Source: an optimization exercise on an open RTL-to-GDS flow (aim: small area, a short achievable clock period and few clock cycles per item). Production flows keep margins and buffers that such runs may drop. Where RTL was checked, it was by simulation tests only, not by an equivalence proof against the original. Function not checked in runs 3 and 4: the RTL went through the layout flow alone. Power figures rest on the tool's default switching activity, not on a simulated workload.

<file path="flow/config.mk">
export PLATFORM = sky130hd
export DESIGN_NAME = one_shot_timer_queue_top
export DESIGN_NICKNAME = one_shot_timer_queue_top
export VERILOG_FILES = /design/flow/design.v
export SDC_FILE = /design/flow/constraint.sdc
export NUM_CORES = 4
export LEC_CHECK = 0
export CAP_MARGIN = 30
export CORE_MARGIN = 2
export CORE_UTILIZATION = 60
export CTS_CLUSTER_DIAMETER = 80
export CTS_CLUSTER_SIZE = 25
export SLEW_MARGIN = 20
</file>
<file path="flow/constraint.sdc">
create_clock -name core_clock -period 10.0 [get_ports {clk}]
set_input_delay 2.0000 -clock core_clock [delete_from_list [all_inputs] [get_ports {clk}]]
set_output_delay 2.0000 -clock core_clock [all_outputs]
set_load 0.01 [all_outputs]
</file>
<file path="flow/design.v">
package otq_pkg;
    localparam int NUM_TIMERS = 16;
    localparam int ID_WIDTH   = 16;
    localparam int DLY_WIDTH  = 16;
    localparam logic [1:0] ACT_ADD    = 2'd0;
    localparam logic [1:0] ACT_CANCEL = 2'd1;
    localparam logic [1:0] ACT_TICK   = 2'd2;
    localparam logic [2:0] KIND_ADDED     = 3'd0;
    localparam logic [2:0] KIND_FULL      = 3'd1;
    localparam logic [2:0] KIND_CANCELLED = 3'd2;
    localparam logic [2:0] KIND_NOTFOUND  = 3'd3;
    localparam logic [2:0] KIND_EXPIRED   = 3'd4;
endpackage
module one_shot_timer_queue_top (
    input  logic          clk,
    input  logic          rst_n,
    input  logic          start,
    output logic          busy,
    input  logic [33:0]   req,
    output logic          result_valid,
    output logic [19:0]   rsp
);
    localparam int N = otq_pkg::NUM_TIMERS;
    logic        add_reg, cancel_reg, tick_reg;
    logic [15:0] rdm2_reg;          
    logic        rz_reg;            
    logic        rdn_reg;           
    logic [15:0] key_reg;
    logic        busy_reg;
    logic        drn_reg;           
    logic [15:0] now_reg;           
    logic [15:0] nid_reg;           
    logic        res_reg;
    logic [19:0] rsp_reg;
    logic [N-1:0] valid_reg;
    logic [N-1:0] dn_reg;           
    logic [N-1:0] r_reg;            
    logic [15:0]  ex2_reg [N];      
    logic [15:0]  id_reg  [N];
    logic [N-1:0] q_reg   [N];      
    assign busy         = busy_reg;
    assign result_valid = res_reg;
    assign rsp          = rsp_reg;
    logic hold, do_add, do_cancel, do_tick, do_exp;
    assign hold      = drn_reg & (add_reg | cancel_reg | tick_reg);
    assign do_add    = add_reg & ~drn_reg;
    assign do_cancel = cancel_reg & ~drn_reg;
    assign do_tick   = tick_reg & ~drn_reg;
    assign do_exp    = do_tick | drn_reg;
    logic [N-1:0] id_eq, id_lt;
    logic [N-1:0] free, fs;
    logic         full;
    assign free = ~valid_reg;
    assign full = ~|free;
    logic [N-1:0] cm, cs;
    logic         found;
    assign cm    = valid_reg & id_eq;
    assign found = |cm;
    always_comb
    begin
        for (int i = 0; i < N; i++)
        begin
            fs[i] = free[i];
            cs[i] = cm[i];
            for (int k = 0; k < i; k++)
            begin
                if (free[k]) fs[i] = 1'b0;
                if (cm[k])   cs[i] = 1'b0;
            end
        end
    end
    logic [N-1:0] due, win;
    logic         any_due, more;
    logic [15:0]  win_id;
    assign due     = dn_reg;
    assign any_due = |due;
    always_comb
    begin
        for (int i = 0; i < N; i++)
        begin
            win[i] = due[i];
            for (int j = 0; j < N; j++)
            begin
                if (j < i && due[j] && q_reg[j][i])  win[i] = 1'b0;
                if (j > i && due[j] && !q_reg[i][j]) win[i] = 1'b0;
            end
        end
    end
    always_comb
    begin
        logic seen;
        seen = 1'b0;
        more = 1'b0;
        for (int i = 0; i < N; i++)
        begin
            if (due[i] && seen) more = 1'b1;
            if (due[i])         seen = 1'b1;
        end
    end
    always_comb
    begin
        win_id = '0;
        for (int i = 0; i < N; i++)
            win_id = win_id | ({16{win[i]}} & id_reg[i]);
    end
    logic [15:0] new_exp;
    logic        new_z, new_dn;
    assign new_exp = now_reg + rdm2_reg;
    assign new_z   = rz_reg;
    assign new_dn  = rdn_reg;
    logic [N-1:0] z;               
    always_comb
        for (int k = 0; k < N; k++)
            z[k] = dn_reg[k] & (ex2_reg[k][0] == now_reg[0]);
    logic [N-1:0] wr;              
    logic [N-1:0] clr;             
    assign wr  = do_add ? fs : '0;
    assign clr = (do_cancel ? cs : '0) | (do_exp ? win : '0);
    logic        nid_inc, nid_max;
    logic [15:0] nid_next;
    assign nid_inc  = do_add & ~full;
    assign nid_max  = (nid_reg == 16'hFFFF);
    assign nid_next = nid_inc ? nid_reg + 16'd1 : nid_reg;
    logic        dn_upd;
    assign dn_upd  = do_exp & ~more;
    logic [N-1:0] nb_hi, nb_lo, above, qa;
    always_comb
    begin
        for (int k = 0; k < N; k++)
        begin
            nb_hi[k] = (new_z & ~z[k]) | ((new_z == z[k]) & (id_lt[k] | id_eq[k]));
            nb_lo[k] = (new_z & ~z[k]) | ((new_z == z[k]) & id_lt[k]);
            above[k] = 1'b0;
            for (int m = 0; m < k; m++)
                if (fs[m]) above[k] = 1'b1;
            qa[k] = fs[k] ? 1'b0 : (above[k] ? ~nb_hi[k] : nb_lo[k]);
        end
    end
    for (genvar i = 0; i < N; i++)
    begin : g_slot
        assign id_eq[i] = (key_reg == id_reg[i]);
        assign id_lt[i] = r_reg[i] & ~id_eq[i];
        always_ff @(posedge clk or negedge rst_n)
        begin
            if (!rst_n)
                dn_reg[i] <= 1'b0;
            else if (wr[i])
                dn_reg[i] <= new_dn;
            else if (clr[i])
                dn_reg[i] <= 1'b0;
            else if (dn_upd)
                dn_reg[i] <= valid_reg[i] & (ex2_reg[i] == now_reg);
        end
        always_ff @(posedge clk or negedge rst_n)
        begin
            if (!rst_n)
                valid_reg[i] <= 1'b0;
            else if (wr[i])
                valid_reg[i] <= 1'b1;
            else if (clr[i])
                valid_reg[i] <= 1'b0;
        end
        always_ff @(posedge clk)
        begin
            if (wr[i])
            begin
                ex2_reg[i] <= new_exp;
                id_reg[i]  <= nid_reg;
            end
            if (wr[i])
                r_reg[i] <= nid_max;
            else if (nid_inc)
                r_reg[i] <= nid_max | id_lt[i];
        end
        for (genvar j = i + 1; j < N; j++)
        begin : g_pair
            always_ff @(posedge clk)
            begin
                if (wr[i] || wr[j])
                    q_reg[i][j] <= ~(qa[i] | qa[j]);
            end
        end
    end
    logic drn_next;
    assign drn_next = do_exp & more;
    always_ff @(posedge clk or negedge rst_n)
    begin
        if (!rst_n)
        begin
            add_reg    <= 1'b0;
            cancel_reg <= 1'b0;
            tick_reg   <= 1'b0;
            busy_reg   <= 1'b0;
            drn_reg    <= 1'b0;
            now_reg    <= 16'd0;
            nid_reg    <= 16'd0;
            res_reg    <= 1'b0;
        end
        else
        begin
            if (!hold)
            begin
                add_reg    <= start & (req[33:32] == otq_pkg::ACT_ADD);
                cancel_reg <= start & (req[33:32] == otq_pkg::ACT_CANCEL);
                tick_reg   <= start & (req[33:32] == otq_pkg::ACT_TICK);
            end
            busy_reg <= drn_next & (hold | (start & (req[33:32] != 2'd3)));
            drn_reg  <= drn_next;
            if (dn_upd)
                now_reg <= now_reg + 16'd1;
            nid_reg  <= nid_next;
            res_reg  <= do_add | do_cancel | (do_exp & any_due);
        end
    end
    always_ff @(posedge clk)
    begin
        if (!hold)
        begin
            rdm2_reg <= req[31:16] - 16'd2;
            rz_reg   <= (req[31:16] == 16'd0);
            rdn_reg  <= (req[31:17] == 15'd0);
            key_reg  <= (req[33:32] == otq_pkg::ACT_ADD) ? nid_next : req[15:0];
        end
    end
    always_ff @(posedge clk)
    begin
        if (do_exp)
            rsp_reg <= {otq_pkg::KIND_EXPIRED, win_id, ~more};
        else if (add_reg)
            rsp_reg <= full ? {otq_pkg::KIND_FULL, 16'd0, 1'b1}
                            : {otq_pkg::KIND_ADDED, key_reg, 1'b1};
        else
            rsp_reg <= {found ? otq_pkg::KIND_CANCELLED : otq_pkg::KIND_NOTFOUND,
                        key_reg, 1'b1};
    end
endmodule
</file>
<file path="flow/flow/run.sh">
#!/bin/bash
# The standard layout, with timing repair aimed 6.6 ns below the clock period.
set -euo pipefail
bash standard.sh SETUP_SLACK_MARGIN=6.6 finish > make.log 2>&1
</file>
<file path="flow/standard.sh">
#!/bin/bash
# synth_recipe.tcl (not shown) runs the flow's synth.tcl, then flattens the netlist and writes it again
# the make line also repeats each setting of config.mk as NAME=value (left out here)
make -C /OpenROAD-flow-scripts/flow DESIGN_CONFIG=/design/flow/config.mk WORK_HOME=/design/flow/orfs CLKGATE_MAP_FILE= SYNTH_SCRIPT=/design/flow/synth_recipe.tcl "${@:-finish}"
</file>
==> impl_metrics.tcl, run 1 <==
set metrics [dict create \
    status "timing/DRC/antenna clean" \
    fp.dieH_um 252.3 \
    cap_violations 0 \
    grt-ovfl-total 0 \
    wl_mm 132.8 \
    post-place-ws_ps 6102 \
    fin_skew_ps 42.13 \
    finalWorstSetupSlack_ps 6553 \
    hold_buffers 0 \
    grt_pass1_wl_mm 186.9 \
    cts_made_buffers 41 \
    drt_iter0_drc 4646 \
    hold_viol 0 \
    hold_class "reg -> reg" \
    powerDensity_nw_per_um2 218.5 \
    dieArea_um2 63640 \
    setup_viol 0 \
    r2r-end "rsp_reg[14]" \
    yosysWarnings 4 \
    synth_edf_count 682 \
    syn_area_per_cell_um2 12.52 \
    period_share_pct 34.47 \
    row_count 91 \
    die_x_um 252.3 \
    cts_max_level 2 \
    criticalPathCategory "reg -> reg" \
    netlist.area_leader.share_pct 55.38 \
    vias 27010 \
    yosys.area.top_type "edfxtp_1" \
    core_um2 61370 \
    endpoint "rsp_reg[14]" \
    endpoint_kind "register" \
    synth_area_um2 36980 \
    track_usage_pct 41.74 \
    yosys_most_used_dff "edfxtp_1" \
    start_util_pct 60.26 \
    cts_tree "built" \
    finalWorstPathRequiredPeriod_ps 3447 \
    synth-seq-cells 772 \
    ant_nets 0 \
    synthArstFlopShare_pct 9.067 \
    syn-num-nets 3025 \
    final_max_slew_viol_count 0 \
    max_slew_margin_pct 19.25 \
    worst_pin_slew_ps 1200 \
    tns_ps 0 \
    clkTransAtPathRegs_ps 100 \
    reg2reg_slack_ps 6550 \
    crit_start "dn_reg[5]" \
    yosys-top-cells-area "edfxtp_1, xnor2_1, dfrtp_1" \
    max_freq_mhz 290.1 \
    antenna_found_initial 7 \
    critical_path_required_ps 10500 \
    root_buffer "clkbuf_16" \
    viasPerCell 7.011 \
    final_layout_size_suffix_gt1_share_pct 10.30 \
    critPathLaunchType "register" \
    grt_max_degree 50 \
    ys_types 71 \
    crit_path_max_fanout 22 \
    place_hpwl_mm 87.84 \
    drc 0 \
    area_growth_pct 9.893 \
    r2r_start "dn_reg[5]" \
    grt_pass1_vias 25580 \
    cp.arrival_ps 3950 \
    nNetsFinal 3098 \
    port_buffers 58 \
    peakVddDrop_v 0.0002576 \
    cts_max_path_buffers 3 \
    r2r_cells 8 \
    finalWeightedCongestion 1.021 \
    clkLatencyLatePin_ps 630 \
    routedWlPerCell_um 34.47 \
    rsz0062_at_grt "true" \
    synth-seq-area-share_pct 61.20 \
    firstDrtPassIters 6 \
    p_leak_nw 13.89 \
    ios 59 \
    clock-sinks 772 \
    postSynthCellCount 2953 \
]
metrics by stage:
stage                     utilization, %  hold WS, ps  area (um^2)  total power, mW  std cells
after floorplan                        -        482.4        37000            5.608       2953
after global placement             63.12        558.5        38740            6.763       3726
after detailed placement           63.18        569.5        38770            6.788       3730
after CTS                          65.86        596.2        40420            8.718       3835
after global routing               66.21        642.7        40630            9.087       3850
final                              66.22        599.5        40640            8.879       3852
final cells by class:
cell class	count	area, um^2
inverters	51	201.4
multi-input cells	1948	13690
repair buffers	212	1794
flip-flops and latches	772	22650
fillers	4597	20730
clock inverters	17	167.7
diodes	3	7.507
well taps	790	988.4
clock buffers	59	1146
layout by cell type, fill, tap and decap left out, types with 33 or more instances in the layout:
cell	n
edfxtp_1	682
xnor2_1	513
nand2_1	284
nor2_1	163
nand4_1	136
buf_4	135
nand3_1	94
a22oi_1	83
dfrtp_1	62
nand2b_1	60
o21ai_0	57
a22o_1	47
clkbuf_16	43
xor2_1	42
a221oi_1	41
inv_1	38
a21oi_1	37
clkdlybuf4s50_1	35
o2111ai_1	34
ha_1	34
nor4_1	33
worst min path at each step:
stage,startpoint,endpoint,slack [ps],cells past startpoint
after global routing,tick_reg,tick_reg,640,2
after global placement,tick_reg,tick_reg,560,2
final,tick_reg,tick_reg,600,2
after detailed placement,tick_reg,tick_reg,570,2
after CTS,tick_reg,tick_reg,600,2
after floorplan,tick_reg,tick_reg,480,2
cells in the mapped netlist (all sizes together), types with 4 or more instances:
cell type / n
a2111oi: 4
a211o: 5
a21o: 4
a21oi: 38
a221oi: 41
a22o: 47
a22oi: 83
a31oi: 8
a32o: 13
and2: 23
and3: 20
and4: 9
buf: 69
clkbuf: 113
dfrtp: 70
dfxtp: 20
edfxtp: 682
ha: 34
inv: 50
mux2: 19
nand2: 286
nand2b: 60
nand3: 94
nand3b: 12
nand4: 137
nor2: 165
nor2b: 19
nor3: 15
nor4: 54
o2111ai: 34
o211ai: 8
o21a: 7
o21ai: 72
o221ai: 4
o22ai: 6
o31ai: 4
o32ai: 4
or2: 4
or3: 13
or4: 5
xnor2: 524
xor2: 43
per-layer routing:
metal	vias up	GRT usage, %	share of wire [%]	wire, um
li1	10980	-	-	-
met1	13440	59.03	38	50230
met2	2197	59.49	42	56110
met3	370	14.77	16	20650
met4	12	15.44	4.3	5648
met5	-	1.236	0.10	136
power by group:
| group | leakage [nW] | switching [mW] | internal, mW |
|---|---|---|---|
| clock network | 0.640 | 1.11 | 0.840 |
| logic | 6.10 | 1.83 | 0.903 |
| registers | 7.15 | 0.261 | 3.93 |
logic make-up after synthesis:
| logic type | count (synthesis) | share of synthesized area (%) |
|---|---|---|
| fa+ha+maj | 37 | 1.259 |
| simple gates | 920 | 12.67 |
| compound gates | 405 | 8.063 |
| flops | 772 | 61.20 |
| mux | 19 | 0.5786 |
| buf+inv | 233 | 2.798 |
| xor+xnor | 567 | 13.43 |
critical path, cell delays in order, from the launching register on:
cell and delay, ps:
dfrtp_1 670, nor2b_1 270, a2111oi_1 620, o2111ai_1 280, nor4_4 310, buf_4 460, a221oi_1 190, and4_1 190
o21ai_2 310
repair_timing:
action | 4_1_cts | 5_1_grt
buffers inserted | 29 | 6
pin swaps | 1 | 3
gates resized for setup | 51 | 20
hold endpoints to repair | 0 | 0
setup endpoints to repair | 295 | 91
gates cloned | 0 | 0
Testbench counts, summed over its fixed seeds: cycles 8,095, requests 8,008.
==> inputs of run 2 (changes only) <==
==> flow/flow/run.sh (replaced) <==
#!/bin/bash
# The standard layout, with timing repair aimed 7.15 ns below the clock period.
set -euo pipefail
bash standard.sh SETUP_SLACK_MARGIN=7.15 finish > make.log 2>&1
==> run 2 against run 1 <==
- still clean on timing, DRC and antenna
- clock skew decreased by 6.1 ps
- die area unchanged
- via count increased by 3.5%
- synthesized cell count unchanged
- fmax up 6.9%
- wire length rose by 4.1%
- largest power group unchanged
==> impl_metrics.tcl, run 2 <==
set metrics [dict create \
    grt_pass1_wl_mm 190.1 \
    crit_buf_inv 1 \
    hold_buffers 0 \
    root_buffer "clkbuf_16" \
    firstDrtPassIters 8 \
    clkTransAtPathRegs_ps 90 \
    clock-sinks 772 \
    yosys_most_used_dff "edfxtp_1" \
    power_mw 9.481 \
    min_to "valid_reg[5]" \
    multi_input_area_um2 14820 \
    crit_chain "buf_2" \
    die_x_um 252.3 \
    tns_ps 0 \
    fin_skew_ps 36.05 \
    cts_max_level 2 \
    cts_tree "built" \
    viasPerCell 6.999 \
    final_layout_size_suffix_gt1_share_pct 20.16 \
    ios 59 \
    max_freq_mhz 310.2 \
    cpLargestDelayFamily "flip-flops" \
    cts_made_buffers 41 \
    fp.dieH_um 252.3 \
    track_usage_pct 42.38 \
    setup_viol 0 \
    crit_path_max_fanout 1 \
    yosysWarnings 4 \
    synth-seq-cells 772 \
    cp_slowest_stage_delay_ps 440 \
    start_util_pct 60.26 \
    worst_pin_slew_ps 935.0 \
    rsz0062_at_grt "true" \
    ant_nets 0 \
    critPathSlowestCell "dfrtp_1" \
    r2r_cells 10 \
    cap_violations 0 \
    hold_class "reg -> reg" \
    syn-num-nets 3025 \
    r2r-end "now_reg[9]" \
    vias 27960 \
    period_share_pct 32.24 \
    layout_common_cells "edfxtp_1, xnor2_1, nand2_1" \
    drc 0 \
    final_max_slew_viol_count 0 \
    grt_max_degree 50 \
    synth_common_cells "edfxtp_1, xnor2_1, nand2_1, nor2_1, nand4_1" \
    synth_edf_count 682 \
    nNetsFinal 3244 \
    n_fill_cell 4216 \
    yosys-top-cells-area "edfxtp_1, xnor2_1, dfrtp_1" \
    cts_max_path_buffers 3 \
    dp_cells 3730 \
    finalNonFillerCells 3995 \
    cp.arrival_ps 1220 \
    synth_area_um2 36980 \
    status "timing/DRC/antenna clean" \
    max_slew_margin_pct 37.60 \
    grt_pass1_vias 26090 \
    clkLatencyLatePin_ps 630 \
    critical_path_required_ps 8000 \
    port_buffers 58 \
    critPathLaunchType "register" \
    grt-ovfl-total 0 \
    p_leak_nw 15.25 \
    endpoint_kind "output port" \
    ys_types 71 \
    hold_depth 2 \
    row_count 91 \
    regArea_um2 22710 \
    area_growth_pct 17.74 \
    syn_area_per_cell_um2 12.52 \
    yosysMostFrequentCell "edfxtp_1" \
    powerDensity_nw_per_um2 217.7 \
    netlist.area_leader.share_pct 55.38 \
    drt_iter0_drc 4647 \
    r2r_start "dn_reg[3]" \
    layout_commonest_cell "edfxtp_1" \
    synth-seq-area-share_pct 61.20 \
    yosys.area.top_type "edfxtp_1" \
    antenna_found_initial 6 \
    hold_viol 0 \
    finalWeightedCongestion 1.028 \
    postSynthCellCount 2953 \
    core_um2 61370 \
    wl_mm 138.2 \
    place_hpwl_mm 87.49 \
    reg2reg_slack_ps 7050 \
    routedWlPerCell_um 34.58 \
    finalWorstPathRequiredPeriod_ps 3224 \
    dieArea_um2 63640 \
    worstHoldStart "valid_reg[5]" \
    criticalPathCategory "reg -> out" \
    peakVddDrop_v 0.0002283 \
    fin_hold_ws_ps 586.3 \
    synthArstFlopShare_pct 9.067 \
]
run 2: cell counts after synthesis:
No cell type changed its count.
run 2: area by class of cell:
cell class / instances / share of cell area (%)
Clock buffer: 59 / 2.632
Inverter: 51 / 0.5115
Clock inverter: 16 / 0.4339
Sequential cell: 772 / 52.15
Tap cell: 790 / 2.270
Multi-Input combinational cell: 1950 / 34.03
Antenna cell: 1 / 0.005747
Timing Repair Buffer: 356 / 7.971
run 2: per-stage QoR:
| stage | util [%] | cell area, um^2 | setup slack (ps) |
|---|---|---|---|
| after global routing | 70.95 | 43540 | 6782 |
| final | 70.95 | 43540 | 6776 |
| after CTS | 68.14 | 41820 | 6768 |
| after global placement | 63.21 | 38790 | 5920 |
| after detailed placement | 63.46 | 38940 | 5898 |
| after floorplan | - | 37100 | 6948 |
run 2: worst max path at each step:
stage / slack [ps] / start / depth (start not counted) / endpoint
3_3_place_gp: 5920 / dn_reg[1] / 9 / dn_reg[9]
4_1_cts: 6770 / res_reg / 1 / result_valid
5_1_grt: 6780 / res_reg / 1 / result_valid
6_report: 6780 / res_reg / 1 / result_valid
2_1_floorplan: 6950 / req[33] / 4 / key_reg[10]
3_5_place_dp: 5900 / dn_reg[1] / 9 / dn_reg[9]
run 2: what timing repair did:
action,4_1_cts,5_1_grt
endpoints found under the hold margin,0,0
gates resized for setup,272,193
setup endpoints to repair,750,448
pin swaps,31,77
setup buffers,92,86
gates cloned,5,6
run 2: cell families after synthesis:
group	after synthesis	synth area share (%)
simple gates	920	12.67
flops	772	61.20
xor+xnor	567	13.43
compound gates	405	8.063
buf+inv	233	2.798
fa+ha+maj	37	1.259
mux	19	0.5786
run 2: metal layers:
layer | vias to the layer above | part of all wire (%) | global-route usage [%]
met5 | - | 0.045 | 0
met4 | 6 | 4.8 | 16.75
met3 | 456 | 16 | 13.91
met2 | 2482 | 43 | 61.79
met1 | 13740 | 36 | 59.09
li1 | 11280 | - | -
run 2: power breakdown:
part | switching (mW) | internal [mW]
clock network | 1.10 | 0.881
registers | 0.202 | 3.95
logic | 2.08 | 1.27
total | 3.39 | 6.09
==> inputs of run 3 (changes only) <==
--- a/flow/design.v
+++ b/flow/design.v
@@ -24,5 +24,3 @@
     logic        add_reg, cancel_reg, tick_reg;
-    logic [15:0] rdm2_reg;          
-    logic        rz_reg;            
-    logic        rdn_reg;           
+    logic [15:0] rdly_reg;
     logic [15:0] key_reg;
@@ -30,3 +28,3 @@
     logic        drn_reg;           
-    logic [15:0] now_reg;           
+    logic [15:0] nx_reg;            
     logic [15:0] nid_reg;           
@@ -35,5 +33,6 @@
     logic [N-1:0] valid_reg;
+    logic [N-1:0] z_reg;
     logic [N-1:0] dn_reg;           
     logic [N-1:0] r_reg;            
-    logic [15:0]  ex2_reg [N];      
+    logic [15:0]  exp_reg [N];
     logic [15:0]  id_reg  [N];
@@ -74,3 +73,3 @@
     logic [15:0]  win_id;
-    assign due     = dn_reg;
+    assign due     = dn_reg & valid_reg;
     assign any_due = |due;
@@ -107,9 +106,5 @@
     logic        new_z, new_dn;
-    assign new_exp = now_reg + rdm2_reg;
-    assign new_z   = rz_reg;
-    assign new_dn  = rdn_reg;
-    logic [N-1:0] z;               
-    always_comb
-        for (int k = 0; k < N; k++)
-            z[k] = dn_reg[k] & (ex2_reg[k][0] == now_reg[0]);
+    assign new_exp = nx_reg + rdly_reg - 16'd1;
+    assign new_z   = (rdly_reg == 16'd0);
+    assign new_dn  = (rdly_reg[15:1] == 15'd0);
     logic [N-1:0] wr;              
@@ -124,4 +119,6 @@
     logic        dn_upd;
+    logic [15:0] dn_time;
     assign dn_upd  = do_exp & ~more;
-    logic [N-1:0] nb_hi, nb_lo, above, qa;
+    assign dn_time = drn_reg ? nx_reg : nx_reg + 16'd1;
+    logic [N-1:0] nb_hi, nb_lo;
     always_comb
@@ -130,8 +127,4 @@
         begin
-            nb_hi[k] = (new_z & ~z[k]) | ((new_z == z[k]) & (id_lt[k] | id_eq[k]));
-            nb_lo[k] = (new_z & ~z[k]) | ((new_z == z[k]) & id_lt[k]);
-            above[k] = 1'b0;
-            for (int m = 0; m < k; m++)
-                if (fs[m]) above[k] = 1'b1;
-            qa[k] = fs[k] ? 1'b0 : (above[k] ? ~nb_hi[k] : nb_lo[k]);
+            nb_hi[k] = (new_z & ~z_reg[k]) | ((new_z == z_reg[k]) & (id_lt[k] | id_eq[k]));
+            nb_lo[k] = (new_z & ~z_reg[k]) | ((new_z == z_reg[k]) & id_lt[k]);
         end
@@ -142,13 +135,2 @@
         assign id_lt[i] = r_reg[i] & ~id_eq[i];
-        always_ff @(posedge clk or negedge rst_n)
-        begin
-            if (!rst_n)
-                dn_reg[i] <= 1'b0;
-            else if (wr[i])
-                dn_reg[i] <= new_dn;
-            else if (clr[i])
-                dn_reg[i] <= 1'b0;
-            else if (dn_upd)
-                dn_reg[i] <= valid_reg[i] & (ex2_reg[i] == now_reg);
-        end
         always_ff @(posedge clk or negedge rst_n)
@@ -166,5 +148,10 @@
             begin
-                ex2_reg[i] <= new_exp;
+                exp_reg[i] <= new_exp;
                 id_reg[i]  <= nid_reg;
-            end
+                z_reg[i]   <= new_z;
+            end
+            if (wr[i])
+                dn_reg[i] <= new_dn;
+            else if (dn_upd)
+                dn_reg[i] <= (exp_reg[i] == dn_time);
             if (wr[i])
@@ -178,4 +165,6 @@
             begin
-                if (wr[i] || wr[j])
-                    q_reg[i][j] <= ~(qa[i] | qa[j]);
+                if (wr[i])
+                    q_reg[i][j] <= nb_hi[j];
+                else if (wr[j])
+                    q_reg[i][j] <= ~nb_lo[i];
             end
@@ -194,3 +183,3 @@
             drn_reg    <= 1'b0;
-            now_reg    <= 16'd0;
+            nx_reg     <= 16'd1;
             nid_reg    <= 16'd0;
@@ -208,4 +197,4 @@
             drn_reg  <= drn_next;
-            if (dn_upd)
-                now_reg <= now_reg + 16'd1;
+            if (do_tick)
+                nx_reg <= nx_reg + 16'd1;
             nid_reg  <= nid_next;
@@ -218,5 +207,3 @@
         begin
-            rdm2_reg <= req[31:16] - 16'd2;
-            rz_reg   <= (req[31:16] == 16'd0);
-            rdn_reg  <= (req[31:17] == 15'd0);
+            rdly_reg <= req[31:16];
             key_reg  <= (req[33:32] == otq_pkg::ACT_ADD) ? nid_next : req[15:0];
==> flow/flow/run.sh (replaced) <==
#!/bin/bash
# Standard layout, with timing repair aimed 5 ns below the clock period.
set -euo pipefail
bash standard.sh SETUP_SLACK_MARGIN=5 finish > make.log 2>&1
--- a/flow/config.mk
+++ b/flow/config.mk
@@ -9,5 +9,3 @@
 export CORE_MARGIN = 2
-export CORE_UTILIZATION = 60
-export CTS_CLUSTER_DIAMETER = 80
-export CTS_CLUSTER_SIZE = 25
+export CORE_UTILIZATION = 40
 export SLEW_MARGIN = 20
==> run 3 against run 2 <==
- non-clock buffer count is 173 lower
- synthesized cell count is 13% higher
- worst setup slack worse by 1300 ps
- power is 2.4% higher
- register-to-register slack worse by 1600 ps
- cell count is 19% higher
- core utilization is 25 points lower
- wire length is 7.0% higher
- sequential power is 2% higher
- largest power group unchanged
- highest routed layer unchanged
==> impl_metrics.tcl, run 3 <==
set metrics [dict create \
    fin_skew_ps 49.03 \
    synth_area_um2 39690 \
    ios 59 \
    hold_viol 0 \
    row_count 115 \
    critPathSlowestCell "a2111oi_0" \
    final_max_slew_viol_count 0 \
    hold_depth 1 \
    cp_common_cell "buf_4" \
    root_buffer "clkbuf_16" \
    clock-sinks 786 \
    syn_area_per_cell_um2 11.85 \
    ys_types 83 \
    cp_slowest_stage_delay_ps 800 \
    grt_max_degree 48 \
    hold_buffers 0 \
    clkTransAtPathRegs_ps 60 \
    place_hpwl_mm 99.59 \
    grt-ovfl-total 0 \
    tns_ps 0 \
    p_leak_nw 15.64 \
    hold_class "reg -> reg" \
    yosysMostFrequentCell "edfxtp_1" \
    critical_path_required_ps 10480 \
    r2r_cells 10 \
    fin_area_um2 45180 \
    cts_made_buffers 88 \
    crit_chain "buf_4 -> nand2b_1 -> buf_4 -> or4_1 -> buf_4 -> o311ai_1 -> a2111oi_0 -> nand4_1 -> or4_1 -> o32ai_1" \
    grt_pass1_vias 28100 \
    min_to "nx_reg[14]" \
    firstDrtPassIters 6 \
    power_mw 9.708 \
    max_freq_mhz 220.3 \
    cts_max_level 3 \
    viasPerCell 6.297 \
    synth_edf_count 712 \
    syn-num-nets 3435 \
    period_share_pct 45.39 \
    critPathLaunchType "register" \
    powerDensity_nw_per_um2 214.9 \
    cts_max_path_buffers 3 \
    rsz0062_at_grt "false" \
    finalWeightedCongestion 0.9745 \
    status "timing/DRC/antenna clean" \
    start_util_pct 40.33 \
    postSynthCellCount 3350 \
    layout_common_cells "edfxtp_1, xnor2_1, nand2_1" \
    routedWlPerCell_um 31.14 \
    finalWorstPathRequiredPeriod_ps 4539 \
    drt_iter0_drc 4781 \
    crit_path_max_fanout 23 \
    yosysWarnings 4 \
    grt_pass1_wl_mm 209.6 \
    wl_mm 147.9 \
    core_um2 98420 \
    cts_setup_buffers 0 \
    nNetsFinal 3474 \
    criticalPathCategory "reg -> reg" \
    placed_area_um2 42050 \
    yosys.area.top_type "edfxtp_1" \
    layout_commonest_cell "edfxtp_1" \
    fp.dieH_um 319 \
    synth-seq-area-share_pct 58.28 \
    r2r-end "dn_reg[5]" \
    cap_violations 0 \
    yosys-top-cells-area "edfxtp_1, xnor2_1, xor2_1" \
    synth_common_cells "edfxtp_1, xnor2_1, nand2_1, xor2_1, nand3_1" \
    worstHoldStart "nx_reg[14]" \
    clkLatencyLatePin_ps 690 \
    vias 29910 \
    final_layout_size_suffix_gt1_share_pct 10.11 \
    dieArea_um2 101800 \
    setup_viol 0 \
    r2r_start "drn_reg" \
    antenna_found_initial 3 \
    synth-seq-cells 786 \
    port_buffers 58 \
    die_x_um 319 \
    max_slew_margin_pct 19.16 \
    area_growth_pct 13.82 \
    synthArstFlopShare_pct 6.870 \
    post_cts_resized 0 \
    drc 0 \
    worst_pin_slew_ps 1201 \
    endpoint_kind "register" \
    cp.arrival_ps 5020 \
    peakVddDrop_v 0.0001800 \
    ant_nets 0 \
    cts_tree "built" \
    reg2reg_slack_ps 5460 \
    track_usage_pct 28.59 \
    yosys_most_used_dff "edfxtp_1" \
    netlist.area_leader.share_pct 53.87 \
]
==> run 3: cell count changes after synthesis, moves of 58 or more <==
cell      change
nand3_1     +113
o21ai_0     +145
xnor2_1     -197
nor2_1       -88
nand3b_1     +78
xor2_1      +183
inv_1        +58
clkbuf_1     +65
==> run 3: critical path: cells and delay by family, from the launching register on <==
kind / cells / cell delay (ps)
buf+inv: 3 / 1010
flops: 1 / 370
compound gates: 3 / 1210
simple gates: 4 / 1710
==> run 3: power by group <==
part / total, mW / switching (mW) / internal (mW) / leakage [nW]
Combinational: 2.08 / 1.38 / 0.695 / 6.91
Sequential: 4.25 / 0.260 / 3.99 / 7.29
Clock: 3.38 / 1.42 / 1.96 / 1.44
Total: 9.71 / 3.07 / 6.64 / 15.6
==> run 3: how the worst max path moves through the flow <==
| stage | start | end | slack (ps) | depth (start not counted) |
|---|---|---|---|---|
| floorplan | tick_reg | add_reg | 6400 | 4 |
| global placement | dn_reg[0] | dn_reg[2] | 5220 | 7 |
| detailed placement | nx_reg[5] | exp_reg[4][15] | 5410 | 12 |
| CTS | nx_reg[5] | exp_reg[14][15] | 5380 | 12 |
| global route | drn_reg | dn_reg[5] | 5200 | 10 |
| finish | drn_reg | dn_reg[5] | 5460 | 10 |
==> run 3: per-layer routing <==
layer	share of wire (%)	track usage [%]
met1	41	40.98
met2	43	41.97
met3	12	6.027
met4	4.7	11.93
met5	0.0061	0
==> run 3: final cells by class <==
| type | count | area, um^2 |
|---|---|---|
| Fill cell | 9045 | 53240 |
| Sequential cell | 786 | 23130 |
| Multi-Input combinational cell | 2220 | 15420 |
| Clock buffer | 123 | 2485 |
| Tap cell | 1287 | 1610 |
| Timing Repair Buffer | 183 | 1599 |
| Clock inverter | 40 | 514.2 |
| Inverter | 110 | 415.4 |
| Antenna cell | 1 | 2.502 |
==> run 3: kinds of logic (layout without fill, tap and decap cells) <==
family	after synthesis	after routing	share of synthesized area, %
AO/OA/AOI/OAI	618	618	10.43
flip-flops	786	786	58.28
buffers and inverters	344	456	3.430
adder cells (fa/ha/maj)	48	48	1.532
multiplexers	21	21	0.6179
AND/OR/NAND/NOR	969	969	12.93
other	0	1	0
XOR/XNOR	564	564	12.77
==> run 3: through the flow <==
| step | hold WS, ps | setup slack [ps] | instances | util [%] |
|---|---|---|---|---|
| floorplan | 485.3 | 6404 | 3350 | - |
| global placement | 531.7 | 5222 | 4568 | 42.61 |
| detailed placement | 533.2 | 5411 | 4576 | 42.73 |
| CTS | 541.1 | 5380 | 4739 | 45.77 |
| global route | 562.9 | 5202 | 4749 | 45.90 |
| finish | 543.7 | 5461 | 4750 | 45.90 |
==> inputs of run 4 (changes only) <==
==> flow/flow/run.sh (replaced) <==
#!/bin/bash
# Standard layout, with timing repair aimed 7 ns below the clock period.
set -euo pipefail
bash standard.sh SETUP_SLACK_MARGIN=7 finish > make.log 2>&1
==> run 4 against run 3 <==
- non-clock buffer count grew 211
- cell count rose by 4.5%
- register-to-register slack improved by 1400 ps
- clock power shrank 5%
- sequential share of layout area shrank 3.4 points
- wire length rose by 5.6%
- final area rose by 7.4%
- core utilization rose by 3.4 points
- first-iteration DRC count increased by 0.98%
- via count increased by 5.7%
- critical endpoint is now dn_reg[10]
- largest power group unchanged
==> impl_metrics.tcl, run 4 <==
set metrics [dict create \
    fp.dieH_um 319 \
    final_max_slew_viol_count 0 \
    max_slew_margin_pct 32.92 \
    worst_pin_slew_ps 1006 \
    ys_types 83 \
    syn-num-nets 3435 \
    ant_nets 0 \
    layout_commonest_cell "edfxtp_1" \
    status "timing/DRC/antenna clean" \
    track_usage_pct 29.65 \
    cp_slowest_stage_delay_ps 560 \
    ios 59 \
    tns_ps 0 \
    hold_depth 1 \
    peakVddDrop_v 0.0001836 \
    clock-sinks 786 \
    postSynthCellCount 3350 \
    firstDrtPassIters 7 \
    synth_area_um2 39690 \
    die_x_um 319 \
    finalWorstSetupSlack_ps 6838 \
    cts_max_path_buffers 3 \
    r2r_cells 9 \
    layout_common_cells "edfxtp_1, xnor2_1, buf_4" \
    nNetsFinal 3687 \
    cts_tree "built" \
    crit_path_max_fanout 6 \
    cts_max_level 3 \
    synth_edf_count 712 \
    fin_skew_ps 26.81 \
    drt_iter0_drc 4828 \
    hold_class "reg -> reg" \
    core_um2 98420 \
    endpoint_kind "register" \
    synth_common_cells "edfxtp_1, xnor2_1, nand2_1, xor2_1, nand3_1" \
    period_share_pct 31.62 \
    crit_chain "buf_4 -> buf_4 -> and4b_4 -> xnor2_4 -> xor2_1 -> o211ai_1 -> or4_1 -> or4_1 -> o32ai_2" \
    finalWorstPathRequiredPeriod_ps 3162 \
    post-place-ws_ps 5371 \
    setup_viol 0 \
    viasPerCell 6.371 \
    synth-seq-cells 786 \
    yosysMostFrequentCell "edfxtp_1" \
    grt_max_degree 55 \
    yosysWarnings 4 \
    max_freq_mhz 316.3 \
    critPathSlowestCell "dfstp_2" \
    final_layout_size_suffix_gt1_share_pct 21.20 \
    grt_pass1_vias 29820 \
    clkTransAtPathRegs_ps 70 \
    cts_made_buffers 87 \
    port_buffers 58 \
    power_mw 10.19 \
    grt_pass1_wl_mm 217.6 \
    rsz0062_at_grt "true" \
    netlist.area_leader.share_pct 53.87 \
    root_buffer "clkbuf_16" \
    routedWlPerCell_um 31.48 \
    clkLatencyLatePin_ps 670 \
    start_util_pct 40.33 \
    grt-ovfl-total 0 \
    row_count 115 \
    yosys_most_used_dff "edfxtp_1" \
    critical_path_required_ps 10490 \
    p_leak_nw 17.09 \
    drc 0 \
    criticalPathCategory "reg -> reg" \
    finalWeightedCongestion 0.9679 \
    hold_viol 0 \
    cp.arrival_ps 3650 \
    powerDensity_nw_per_um2 210.1 \
    dieArea_um2 101800 \
    yosys-top-cells-area "edfxtp_1, xnor2_1, xor2_1" \
    area_growth_pct 22.23 \
    yosys.area.top_type "edfxtp_1" \
    wl_mm 156.2 \
    synthArstFlopShare_pct 6.870 \
    cap_violations 0 \
    place_hpwl_mm 99.48 \
    syn_area_per_cell_um2 11.85 \
    synth-seq-area-share_pct 58.28 \
    vias 31610 \
    n_fill_cell 8702 \
    antenna_found_initial 5 \
    critPathLaunchType "register" \
]
## run 4: cell count changes in the layout (fill, tap and decap cells not counted), sizes merged
cell	delta
buf	+227
bufbuf	+3
bufinv	-4
clkbuf	-2
clkdlybuf4s50	-22
clkinv	+11
clkinvlp	-2
inv	-2
nor2	+1
or3	+2
## run 4: kinds of logic after synthesis
logic type | after synthesis | synth area share [%]
and+or+nand+nor | 969 | 12.93
DFF | 786 | 58.28
AOI/OAI and AO/OA | 618 | 10.43
xor gates and xnor gates | 564 | 12.77
buffers and inverters | 344 | 3.430
adders and majority gates | 48 | 1.532
muxes | 21 | 0.6179
## run 4: final cells by class
type                            instances  area [um^2]  share of cell area (%)
Clock inverter                         43        377.9                  0.7789
Clock buffer                          118         2429                   5.006
Antenna cell                            1        2.502                0.005158
Inverter                              110        454.2                  0.9362
Sequential cell                       786        23180                   47.79
Multi-Input combinational cell       2223        16710                   34.44
Tap cell                             1287         1610                   3.319
Timing Repair Buffer                  394         3746                   7.721
## run 4: power breakdown
group	switching (mW)	internal, mW
logic	1.75	1.07
clock network	1.38	1.81
registers	0.176	4.00
## run 4: metal layers
layer | wire [um] | global-route usage [%] | up-vias
met5 | 21 | 0 | -
met4 | 8576 | 14.22 | 4
met3 | 19400 | 6.655 | 508
met2 | 68090 | 44.47 | 2387
met1 | 60120 | 40.71 | 15650
li1 | - | - | 13060
## run 4: final timing paths
| check | startpoint | end | slack (ps) |
|---|---|---|---|
| setup / recovery | nx_reg[0] | dn_reg[10] | 6840 |
| setup reg to reg | nx_reg[0] | dn_reg[10] | 6840 |
| hold / removal | nx_reg[14] | nx_reg[14] | 540 |
| max in group asynchronous | rst_n | valid_reg[2] | 8200 |
| min in group asynchronous | rst_n | nid_reg[7] | 1190 |
| hold reg to reg | nx_reg[14] | nx_reg[14] | 540 |
## run 4: critical path: cells and delay by family (launching register included)
family,cells,cell delay [ps]
simple gates,3,1330
flops,1,560
compound gates,2,420
xor+xnor,2,400
buf+inv,2,250
## run 4: what timing repair did
action                                  in CTS  in global routing
pin swaps                                   49                 65
hold buffers                                 0                  0
resized for setup                          315                132
gates cloned                                 9                  3
hold endpoints to repair                     0                  0
endpoints found under the setup margin     747                257
buffers inserted                           144                 59
## run 4: per-stage QoR
step	std cells	area (um^2)	util [%]	hold WS (ps)
after floorplan	3350	39840	-	502.5
after global placement	4574	42050	42.72	516.6
after detailed placement	4584	42180	42.86	523.1
after CTS	4898	47220	47.97	531.7
after global routing	4961	48510	49.29	573.3
final	4962	48520	49.29	538.3

[what the ideal ports hide]
How much do the figures lean on ideal ports? The routed layouts below were timed once more, with nothing changed but the port constraints. Step 1 (the two cells are an assumption about what drives the block):
set clk [get_ports {clk}]
set_driving_cell -lib_cell sky130_fd_sc_hd__clkbuf_16 $clk
set_driving_cell -lib_cell sky130_fd_sc_hd__buf_2 [delete_from_list [all_inputs] $clk]
Step 2 adds t to the input delays and takes it off the output delays; t is the mean of the earliest and latest rising clock arrival at the registers after step 1. Input paths then give back, and output paths get back, about the clock's delay inside the block. a / b / c = ideal ports / drivers / drivers and shift; a / b = the first two.
| run | t, ns | setup slack, ns | worst setup path at the end | clock arrival spread, ns | worst slew at a driven data input, ns |
|---|---|---|---|---|---|
| run 1 | 0.678 | 6.553 / 6.553 / 6.073 | input to register | 0.043 / 0.042 | 0.07 |
| run 2 | 0.682 | 6.776 / 6.710 / 6.512 | input to register | 0.036 / 0.037 | 0.06 |
| run 3 | 0.731 | 5.461 / 5.461 / 5.461 | register to register | 0.050 / 0.050 | 0.04 |
| run 4 | 0.736 | 6.838 / 6.775 / 6.502 | input to register | 0.027 / 0.027 | 0.04 |
After both steps setup and hold are still met in every run listed. For run 1, which loses most, drivers alone change the setup slack by 0.000 ns; drivers and shift together by -0.480 ns.
